Context: an optimization exercise on an open-source flow, tuned for small area, a short achievable clock period and few clock cycles. The choices shown serve that exercise and are no tape-out recipe.
In this exercise RTL edits were held to simulation tests only and were not proved equivalent to the original.
Power figures rest on the tool's default switching activity, not on a simulated workload.

## integer_matrix_multiply_unit
module integer_matrix_multiply_unit (
  input  logic               clk,
  input  logic               rst,
  input  logic               cfg_wr_en,
  input  logic [1:0]         cfg_index,
  input  logic [3:0]         cfg_data,
  input  logic               in_valid,
  output logic               in_ready,
  input  logic [1:0]         cmd,
  input  logic signed [15:0] element_value,
  output logic               out_valid,
  input  logic               out_ready,
  output logic signed [34:0] product_value,
  output logic [2:0]         out_row,
  output logic [2:0]         out_col,
  output logic               last
);
  logic [3:0] rows_a, inner_size, cols_b;
  function automatic logic [2:0] dim_last(input logic [3:0] v);
    if (v == 4'd0) dim_last = 3'd0;
    else if (v > 4'd8) dim_last = 3'd7;
    else dim_last = 3'(v - 4'd1);
  endfunction
  always_ff @(posedge clk) begin
    if (rst) begin
      rows_a     <= 4'd8;
      inner_size <= 4'd8;
      cols_b     <= 4'd8;
    end else if (cfg_wr_en) begin
      case (cfg_index)
        2'd0: rows_a <= cfg_data;
        2'd1: inner_size <= cfg_data;
        2'd2: cols_b <= cfg_data;
        default: ;
      endcase
    end
  end
  logic [2:0] now_r, now_k, now_n;
  logic       now_slow;
  assign now_r    = dim_last(rows_a);
  assign now_k    = dim_last(inner_size);
  assign now_n    = dim_last(cols_b);
  assign now_slow = !(now_k == 3'd7 && now_n == 3'd7);
  logic in_fire, ld_a, ld_b, acc_cmp;
  assign in_fire = in_valid && in_ready;
  assign ld_a    = in_fire && cmd == imm_pkg::CMD_LOAD_A;
  assign ld_b    = in_fire && cmd == imm_pkg::CMD_LOAD_B;
  assign acc_cmp = in_fire && cmd == imm_pkg::CMD_COMPUTE;
  logic [5:0]  a_wptr, b_wptr;
  logic        wq_a, wq_b;
  logic [5:0]  wq_addr;
  logic [15:0] wq_data;
  always_ff @(posedge clk) begin
    if (rst) begin
      a_wptr <= '0;
  ...
Size: roughly 14000 cells after synthesis, about 4500 flip-flops, roughly 200000 µm² of cells after synthesis.
clock: 10.0 ns
lec_check: 0
abc_clock_period_in_ps: 3500
cap_margin: 20
core_margin: 2
core_utilization: 60
cts_cluster_diameter: 70
cts_cluster_size: 25
setup_slack_margin: 5
slew_margin: 20
run.sh (not shown) runs the stock make flow with config.mk's settings and CLKGATE_MAP_FILE= SYNTH_SCRIPT=/design/flow/synth_recipe.tcl, a recipe that flattens the netlist after the stock synthesis.
Testbench counts at the start, summed over its fixed seeds: cycles 17,123.
Change:
==> flow/flow/run.sh (new file) <==
#!/bin/bash
set -euo pipefail
bash standard.sh SETUP_SLACK_MARGIN=6.5 finish > flow_make.log 2>&1
==> flow/standard.sh (new file) <==
#!/bin/bash
# synth_recipe.tcl (not shown) runs the flow's synth.tcl, then flattens the netlist and writes it again
# the make line also repeats each setting of config.mk as NAME=value (left out here)
make -C /OpenROAD-flow-scripts/flow DESIGN_CONFIG=/design/flow/config.mk WORK_HOME=/design/flow/orfs CLKGATE_MAP_FILE= SYNTH_SCRIPT=/design/flow/synth_recipe.tcl "${@:-finish}"
--- a/flow/config.mk
+++ b/flow/config.mk
@@ -14 +13,0 @@
-export SETUP_SLACK_MARGIN = 5
removed: flow/run.sh
Effect:
- power is higher by 3.6%
- synthesized cell count does not change
- worst hold slack improves by 0.039 ns
- global-route usage is higher by 1.6 points
Change:
==> flow/flow/run.sh (replaced) <==
#!/bin/bash
set -euo pipefail
bash standard.sh SETUP_SLACK_MARGIN=6.3 finish > flow_make.log 2>&1
After rerunning: The new run completed with no timing, DRC or antenna violations; routed wire length goes up by 3.3%; total power is about the same; cell count goes down by 1.3%; sequential power stays flat.


== job 7767 ==
integer_matrix_multiply_unit, a different RTL version from the one above (not shown whole).
For scale: roughly 14000 cells after synthesis, roughly 4400 flip-flops, roughly 73 I/O pins.
clock: 10.0 ns
lec_check: 0
abc_clock_period_in_ps: 3500
cap_margin: 20
core_margin: 2
core_utilization: 55
cts_cluster_diameter: 100
cts_cluster_size: 30
slew_margin: 20
standard.sh (not shown) runs the stock make flow with config.mk's settings and CLKGATE_MAP_FILE= SYNTH_SCRIPT=/design/flow/synth_recipe.tcl, a recipe that flattens the netlist after the stock synthesis.
==> flow/flow/run.sh <==
#!/bin/bash
set -euo pipefail
bash standard.sh SETUP_SLACK_MARGIN=6.4 finish > flow_make.log 2>&1
Testbench counts of job 7767, summed over its fixed seeds: cycles 17,115.
Input changes introduced in job 8223 (baseline for comparison: job 7767):
Settings: CTS_CLUSTER_DIAMETER: 100 -> 70; CORE_UTILIZATION: 55 -> 60; CTS_CLUSTER_SIZE: 30 -> 25.
Results
Looking at number of placed instances, taps included across job 7767 and job 8223, the one that comes out lower is job 8223.
Final area | job 8223 above job 7767
Comparing worst relative slew slack for job 7767 and job 8223, the bigger number came from job 8223.
Total power up about 4.3% in job 8223 wrt job 7767
Measured slew at the worst slew-check pin in job 8223 is 0.11 ns lower than in job 7767

-- afterwards: timing with drivers on the ports --
The flow's constraints put no driver on any port. The routed layouts listed below were extracted and timed again, unchanged, in two steps.
Step 1 (the two cells are an assumption about what drives the block):
set clk [get_ports {clk}]
set_driving_cell -lib_cell sky130_fd_sc_hd__clkbuf_16 $clk
set_driving_cell -lib_cell sky130_fd_sc_hd__buf_2 [delete_from_list [all_inputs] $clk]
Step 2 adds t to the input delays and takes it off the output delays; t is the mean of the earliest and latest rising clock arrival at the registers after step 1. Input paths then give back, and output paths get back, about the clock's delay inside the block.
Slacks: no drivers / after step 1 / after step 2; pairs: no drivers / after step 1.
| run | t, ns | slack for setup (ns) | worst setup path at the end | latest minus earliest clock arrival (ns) | cell pins on the clock port's net |
|---|---|---|---|---|---|
| the first run of note 1 | 1.087 | 5.051 / 5.051 / 4.132 | input to register | 0.101 / 0.101 | 1 |
| the second run of note 1 | 1.113 | 6.268 / 6.323 / 5.214 | input to register | 0.074 / 0.073 | 1 |
| the third run of note 1 | 1.101 | 6.232 / 6.192 / 5.199 | input to register | 0.106 / 0.106 | 1 |
| job 7767 | 1.083 | 6.422 / 6.309 / 5.482 | input to register | 0.113 / 0.113 | 1 |
| job 8223 | 1.099 | 6.391 / 6.287 / 5.486 | input to register | 0.087 / 0.087 | 1 |
After both steps setup and hold are still met in every run listed. For the second run of note 1, which loses most, drivers alone change the setup slack by +0.055 ns; drivers and shift together by -1.054 ns.
